This is an optimization exercise on Yosys and OpenROAD, whose aim is small area, a short achievable clock period and few clock cycles per item, not a production implementation.
At most, simulation tests tie the RTL to the original design; equivalence was not proved.
Power figures rest on the tool's default switching activity, not on a simulated workload.

== job 101 ==
==> module collision_score, before the edit <==
module collision_score #(
    parameter int N_BULLETS = 5,
    parameter int N_ENEMIES = 5,
    parameter int N_DIVERS  = 5
) (
    input  logic                    i_clk,
    input  logic [31:0]             i_player,
    input  logic [18*N_BULLETS-1:0] i_bullets,
    input  logic [18*N_ENEMIES-1:0] i_enemies,
    input  logic [18*N_DIVERS-1:0]  i_divers,
    input  logic [31:0]             i_score,
    output logic [31:0]             o_player,
    output logic [18*N_BULLETS-1:0] o_bullets,
    output logic [18*N_ENEMIES-1:0] o_enemies,
    output logic [18*N_DIVERS-1:0]  o_divers,
    output logic [31:0]             o_score,
    output logic                    o_lose
);
    function automatic win(input logic [7:0] a, input logic [7:0] b,
                           input logic cin, input logic [3:0] lim);
        logic [4:0] lo;
        logic [7:0] p, t;
        lo  = {1'b0, a[3:0]} + {1'b0, ~b[3:0]} + {4'd0, cin};
        p   = ~(a ^ b);
        t   = a | ~b;
        win = lo[3:0] <= lim && lo[4] == p[4] && t[4] == p[5] && t[5] == p[6]
              && t[6] == p[7] && t[7];
    endfunction
    logic [7:0] px, py;
    assign px = i_player[31:24];
    assign py = i_player[23:16];
    logic [N_BULLETS*N_ENEMIES-1:0] match_d;
    logic [N_DIVERS-1:0]            pick_d;
    always_comb begin
        for (int e = 0; e < N_ENEMIES; e++)
            for (int b = 0; b < N_BULLETS; b++)
                match_d[N_BULLETS*e+b] = i_enemies[18*e] && i_bullets[18*b]
                    && win(i_bullets[18*b+10 +: 8], i_enemies[18*e+10 +: 8], 1'b0, 4'd8)
                    && win(i_bullets[18*b+2 +: 8], i_enemies[18*e+2 +: 8], 1'b0, 4'd8);
        for (int d = 0; d < N_DIVERS; d++)
            pick_d[d] = i_divers[18*d]
                && win(i_divers[18*d+10 +: 8], px, 1'b1, 4'd9)
                && win(i_divers[18*d+2 +: 8], py, 1'b1, 4'd9);
    end
    logic [9:0] poxy;
    logic [2:0] plives;
    logic       surface, starve, rescue_d;
    logic [31:0] player_d;
    assign poxy     = i_player[15:6];
    assign plives   = i_player[5:3];
    assign surface  = py < 8'd10;
    assign starve   = !surface && poxy <= 10'd1;
    assign rescue_d = surface && i_player[2:0] == 3'd6;
    assign o_lose   = starve && plives <= 3'd1;
    always_comb begin
        player_d = i_player;
        if (surface || starve) player_d[15:6] = 10'd1000;
        else player_d[15:6] = poxy - 10'd1;
        if (starve) player_d[5:3] = (plives <= 3'd1) ? 3'd0 : plives - 3'd1;
    end
    logic [31:0]                    player_q;
    logic [18*N_BULLETS-1:0]        bullets_q;
    logic [18*N_ENEMIES-1:0]        enemies_q;
    logic [18*N_DIVERS-1:0]         divers_q;
    logic [31:0]                    score_q;
    logic [N_BULLETS*N_ENEMIES-1:0] match_q;
    logic [N_DIVERS-1:0]            pick_q;
    logic                           rescue;
    always_ff @(posedge i_clk) begin
        player_q  <= player_d;
        rescue    <= rescue_d;
        bullets_q <= i_bullets;
        enemies_q <= i_enemies;
        divers_q  <= i_divers;
        score_q   <= i_score;
        match_q   <= match_d;
        pick_q    <= pick_d;
    end
    logic [N_BULLETS-1:0] avail [N_ENEMIES+1];
    logic [N_BULLETS-1:0] cand  [N_ENEMIES];
    logic [N_BULLETS-1:0] take  [N_ENEMIES];
    logic [N_ENEMIES-1:0] hit;
    always_comb begin
        avail[0] = '1;
        for (int e = 0; e < N_ENEMIES; e++) begin
            cand[e]      = match_q[N_BULLETS*e +: N_BULLETS] & avail[e];
            take[e]      = cand[e] & ~(cand[e] - 1'b1);
            hit[e]       = |cand[e];
            avail[e + 1] = avail[e] & ~take[e];
        end
    end
    logic [2:0] qdivc;
    assign qdivc = player_q[2:0];
    logic [2:0] n_pick;
    logic [2:0] divc_picked;
    always_comb begin
        n_pick = '0;
        for (int d = 0; d < N_DIVERS; d++)  n_pick = n_pick + 3'(pick_q[d]);
        divc_picked = qdivc;
        if (qdivc < 3'd6) divc_picked = (4'(qdivc) + 4'(n_pick) >= 4'd6) ? 3'd6 : qdivc + n_pick;
    end
    always_comb begin
        o_player = player_q;
        o_player[2:0] = rescue ? 3'd0 : divc_picked;
    end
    always_comb begin
        o_bullets = bullets_q;
        o_enemies = enemies_q;
        o_divers  = divers_q;
        for (int b = 0; b < N_BULLETS; b++) o_bullets[18*b] = bullets_q[18*b] & avail[N_ENEMIES][b];
        for (int e = 0; e < N_ENEMIES; e++) o_enemies[18*e] = enemies_q[18*e] & ~hit[e];
        for (int d = 0; d < N_DIVERS; d++)  o_divers[18*d]  = divers_q[18*d] & ~pick_q[d];
    end
    logic [N_DIVERS+1:0] q_hot;
    logic [N_ENEMIES:0]  k_hot;
    logic [9:0]          low_q [N_DIVERS+2];
    logic [9:0]          low_p;
    logic [9:0]          low_k [N_ENEMIES+1];
    logic [9:0]          low;
    logic [31:9]         all_ones;
    always_comb begin
        q_hot = (N_DIVERS+2)'(1);
        if (rescue) q_hot = q_hot << 1;
        for (int d = 0; d < N_DIVERS; d++)
            if (pick_q[d]) q_hot = q_hot << 1;
        k_hot = (N_ENEMIES+1)'(1);
        for (int e = 0; e < N_ENEMIES; e++)
            if (hit[e]) k_hot = k_hot << 1;
        low_p = '0;
        for (int q = 0; q <= N_DIVERS + 1; q++) begin
            low_q[q] = {1'b0, score_q[8:0]} + 10'(50 * q);
            low_p    = low_p | (low_q[q] & {10{q_hot[q]}});
        end
        low = '0;
        for (int k = 0; k <= N_ENEMIES; k++) begin
            low_k[k] = low_p + 10'(20 * k);
            low      = low | (low_k[k] & {10{k_hot[k]}});
        end
        all_ones[9] = 1'b1;
        for (int i = 10; i < 32; i++) all_ones[i] = all_ones[i-1] & score_q[i-1];
        o_score[8:0] = low[8:0];
        for (int i = 9; i < 32; i++) o_score[i] = score_q[i] ^ (low[9] & all_ones[i]);
    end
endmodule
export LEC_CHECK = 0
export CAP_MARGIN = 20
export CORE_MARGIN = 2
export CORE_UTILIZATION = 40
export SLEW_MARGIN = 20
create_clock -name core_clock -period 25.0 [get_ports {i_clk}]
standard.sh (not shown) runs the stock make flow with config.mk's settings and CLKGATE_MAP_FILE= SYNTH_SCRIPT=/design/flow/synth_recipe.tcl, a recipe that flattens the netlist after the stock synthesis.
==> flow/flow/run.sh <==
#!/bin/bash
# Layout flow: the standard ORFS flow (standard.sh, with the standard flow's synthesis
# script) with these changes:
#  - synthesis leaves adders to ABC (no half/full adder extraction), and ABC
#    maps for area (flow/abc_area_map.script in place of ORFS's
#    abc_speed.script, in a copy of ORFS's scripts folder used for synthesis
#    only); registers are untouched
#  - every port still gets its own buffer, a plain buf_2 instead of the
#    default delay-cell buffer
set -euo pipefail
MARGIN=$(cat flow/margin.txt 2>/dev/null || echo 0)
rm -rf synth_scripts
cp -r "$FLOW_HOME/scripts" synth_scripts
cp flow/abc_area_map.script synth_scripts/abc_speed.script
bash standard.sh ADDER_MAP_FILE= SCRIPTS_DIR="$PWD/synth_scripts" synth > flow_synth.log 2>&1
bash standard.sh ADDER_MAP_FILE= "BUFFER_PORTS_ARGS=-buffer_cell sky130_fd_sc_hd__buf_2" \
    SETUP_SLACK_MARGIN=$MARGIN finish > flow_finish.log 2>&1
test -f out/final.def
==> flow/flow/abc_area_map.script <==
strash
dch -f
map -a
topo
==> flow/flow/margin.txt <==
15
Testbench counts of job 101, summed over its fixed seeds: cycles 48,000, steps 24,000.
Edits applied to the flow inputs when going from job 101 to job 102:
==> flow/design.v, changed modules only <==
module collision_score #(
    parameter int N_BULLETS = 5,
    parameter int N_ENEMIES = 5,
    parameter int N_DIVERS  = 5
) (
    input  logic                    i_clk,
    input  logic [31:0]             i_player,
    input  logic [18*N_BULLETS-1:0] i_bullets,
    input  logic [18*N_ENEMIES-1:0] i_enemies,
    input  logic [18*N_DIVERS-1:0]  i_divers,
    input  logic [31:0]             i_score,
    output logic [31:0]             o_player,
    output logic [18*N_BULLETS-1:0] o_bullets,
    output logic [18*N_ENEMIES-1:0] o_enemies,
    output logic [18*N_DIVERS-1:0]  o_divers,
    output logic [31:0]             o_score,
    output logic                    o_lose
);
    function automatic win(input logic [7:0] a, input logic [7:0] b,
                           input logic cin, input logic [3:0] lim);
        logic [4:0] lo;
        logic [7:0] p, t;
        lo  = {1'b0, a[3:0]} + {1'b0, ~b[3:0]} + {4'd0, cin};
        p   = ~(a ^ b);
        t   = a | ~b;
        win = lo[3:0] <= lim && lo[4] == p[4] && t[4] == p[5] && t[5] == p[6]
              && t[6] == p[7] && t[7];
    endfunction
    logic [7:0] px, py;
    assign px = i_player[31:24];
    assign py = i_player[23:16];
    logic [N_BULLETS*N_ENEMIES-1:0] match_d;
    logic [N_DIVERS-1:0]            pick_d;
    always_comb begin
        for (int e = 0; e < N_ENEMIES; e++)
            for (int b = 0; b < N_BULLETS; b++)
                match_d[N_BULLETS*e+b] = i_enemies[18*e] && i_bullets[18*b]
                    && win(i_bullets[18*b+10 +: 8], i_enemies[18*e+10 +: 8], 1'b0, 4'd8)
                    && win(i_bullets[18*b+2 +: 8], i_enemies[18*e+2 +: 8], 1'b0, 4'd8);
        for (int d = 0; d < N_DIVERS; d++)
            pick_d[d] = i_divers[18*d]
                && win(i_divers[18*d+10 +: 8], px, 1'b1, 4'd9)
                && win(i_divers[18*d+2 +: 8], py, 1'b1, 4'd9);
    end
    assign o_lose = py >= 8'd10 && i_player[15:6] <= 10'd1 && i_player[5:3] <= 3'd1;
    logic [31:0]                    player_q;
    logic [18*N_BULLETS-1:0]        bullets_q;
    logic [18*N_ENEMIES-1:0]        enemies_q;
    logic [18*N_DIVERS-1:0]         divers_q;
    logic [31:0]                    score_q;
    logic [N_BULLETS*N_ENEMIES-1:0] match_q;
    logic [N_DIVERS-1:0]            pick_q;
    always_ff @(posedge i_clk) begin
        player_q  <= i_player;
        bullets_q <= i_bullets;
        enemies_q <= i_enemies;
        divers_q  <= i_divers;
        score_q   <= i_score;
        match_q   <= match_d;
        pick_q    <= pick_d;
    end
    logic [N_BULLETS-1:0] avail [N_ENEMIES+1];
    logic [N_BULLETS-1:0] cand  [N_ENEMIES];
    logic [N_BULLETS-1:0] take  [N_ENEMIES];
    logic [N_ENEMIES-1:0] hit;
    always_comb begin
        avail[0] = '1;
        for (int e = 0; e < N_ENEMIES; e++) begin
            cand[e]      = match_q[N_BULLETS*e +: N_BULLETS] & avail[e];
            take[e]      = cand[e] & ~(cand[e] - 1'b1);
            hit[e]       = |cand[e];
            avail[e + 1] = avail[e] & ~take[e];
        end
    end
    logic [7:0] qy;
    logic [9:0] qoxy;
    logic [2:0] qlives, qdivc;
    assign qy     = player_q[23:16];
    assign qoxy   = player_q[15:6];
    assign qlives = player_q[5:3];
    assign qdivc  = player_q[2:0];
    logic [2:0] n_pick;
    logic       surface, rescue, starve;
    logic [2:0] divc_picked;
    always_comb begin
        n_pick = '0;
        for (int d = 0; d < N_DIVERS; d++)  n_pick = n_pick + 3'(pick_q[d]);
        divc_picked = qdivc;
        if (qdivc < 3'd6) divc_picked = (4'(qdivc) + 4'(n_pick) >= 4'd6) ? 3'd6 : qdivc + n_pick;
    end
    assign surface = qy < 8'd10;
    assign rescue  = surface && qdivc == 3'd6;
    assign starve  = !surface && qoxy <= 10'd1;
    always_comb begin
        o_player = player_q;
        o_player[2:0] = rescue ? 3'd0 : divc_picked;
        if (surface || starve) o_player[15:6] = 10'd1000;
        else o_player[15:6] = qoxy - 10'd1;
        if (starve) o_player[5:3] = (qlives <= 3'd1) ? 3'd0 : qlives - 3'd1;
    end
    always_comb begin
        o_bullets = bullets_q;
        o_enemies = enemies_q;
        o_divers  = divers_q;
        for (int b = 0; b < N_BULLETS; b++) o_bullets[18*b] = bullets_q[18*b] & avail[N_ENEMIES][b];
        for (int e = 0; e < N_ENEMIES; e++) o_enemies[18*e] = enemies_q[18*e] & ~hit[e];
        for (int d = 0; d < N_DIVERS; d++)  o_divers[18*d]  = divers_q[18*d] & ~pick_q[d];
    end
    logic [N_DIVERS+1:0] q_hot;
    logic [N_ENEMIES:0]  k_hot;
    logic [9:0]          low_q [N_DIVERS+2];
    logic [9:0]          low_p;
    logic [9:0]          low_k [N_ENEMIES+1];
    logic [9:0]          low;
    logic [31:9]         all_ones;
    always_comb begin
        q_hot = (N_DIVERS+2)'(1);
        for (int d = 0; d < N_DIVERS; d++)
            if (pick_q[d]) q_hot = q_hot << 1;
        if (rescue) q_hot = q_hot << 1;
        k_hot = (N_ENEMIES+1)'(1);
        for (int e = 0; e < N_ENEMIES; e++)
            if (hit[e]) k_hot = k_hot << 1;
        low_p = '0;
        for (int q = 0; q <= N_DIVERS + 1; q++) begin
            low_q[q] = {1'b0, score_q[8:0]} + 10'(50 * q);
            low_p    = low_p | (low_q[q] & {10{q_hot[q]}});
        end
        low = '0;
        for (int k = 0; k <= N_ENEMIES; k++) begin
            low_k[k] = low_p + 10'(20 * k);
            low      = low | (low_k[k] & {10{k_hot[k]}});
        end
        all_ones[9] = 1'b1;
        for (int i = 10; i < 32; i++) all_ones[i] = all_ones[i-1] & score_q[i-1];
        o_score[8:0] = low[8:0];
        for (int i = 9; i < 32; i++) o_score[i] = score_q[i] ^ (low[9] & all_ones[i]);
    end
endmodule
Notes after the runs:
Diff job 101 -> job 102: final design instance area without fill held steady, routed wire length moved down, ratio of final minimum period to clock period about even, power density normalized to cell area lower, number of setup violations in the final report closely matched the old numbers.
Looking at first element of the critical path, the collision_score_i.pick_q[1] result is from job 101; the collision_score_i.player_q[20] one comes from job 102.
Delta (job 102 minus job 101): share of the synthesized area in compound gates (AO/OA/AOI/OAI) fell by 0.41 points, shortest period the worst path allows rose by 5.3 ps, wire length on met1 fell by about 4.7%, net count reported at finish rose by 65.
Job 102 ends up with a total power that is 29 uW lower than in job 101.
For job 102, only the layout was checked, not whether the RTL still works.

## re-timing with driven ports
In the flow no input, the clock included, has a driving cell. The finished layouts below were timed again as built, in two steps.
Step 1, drivers: a clkbuf_16 drives i_clk and a buf_2 each remaining input, both assumed.
Step 2 also shifts input and output timing later by t, the mid clock arrival at the registers, as if the neighbouring blocks saw the same clock.
Slacks: no drivers / after step 1 / after step 2; pairs: no drivers / after step 1.
run	shift t [ns]	slack for setup (ns)	hold slack, ns	worst setup path at the end
job 101	0.673	15.361 / 15.291 / 14.754	0.494 / 0.494 / 0.494	input to register
job 102	0.674	15.356 / 15.281 / 14.841	0.481 / 0.481 / 0.481	input to register
After both steps setup and hold are still met in every run listed. For job 101, which loses most, drivers alone change the setup slack by -0.070 ns; drivers and shift together by -0.607 ns.
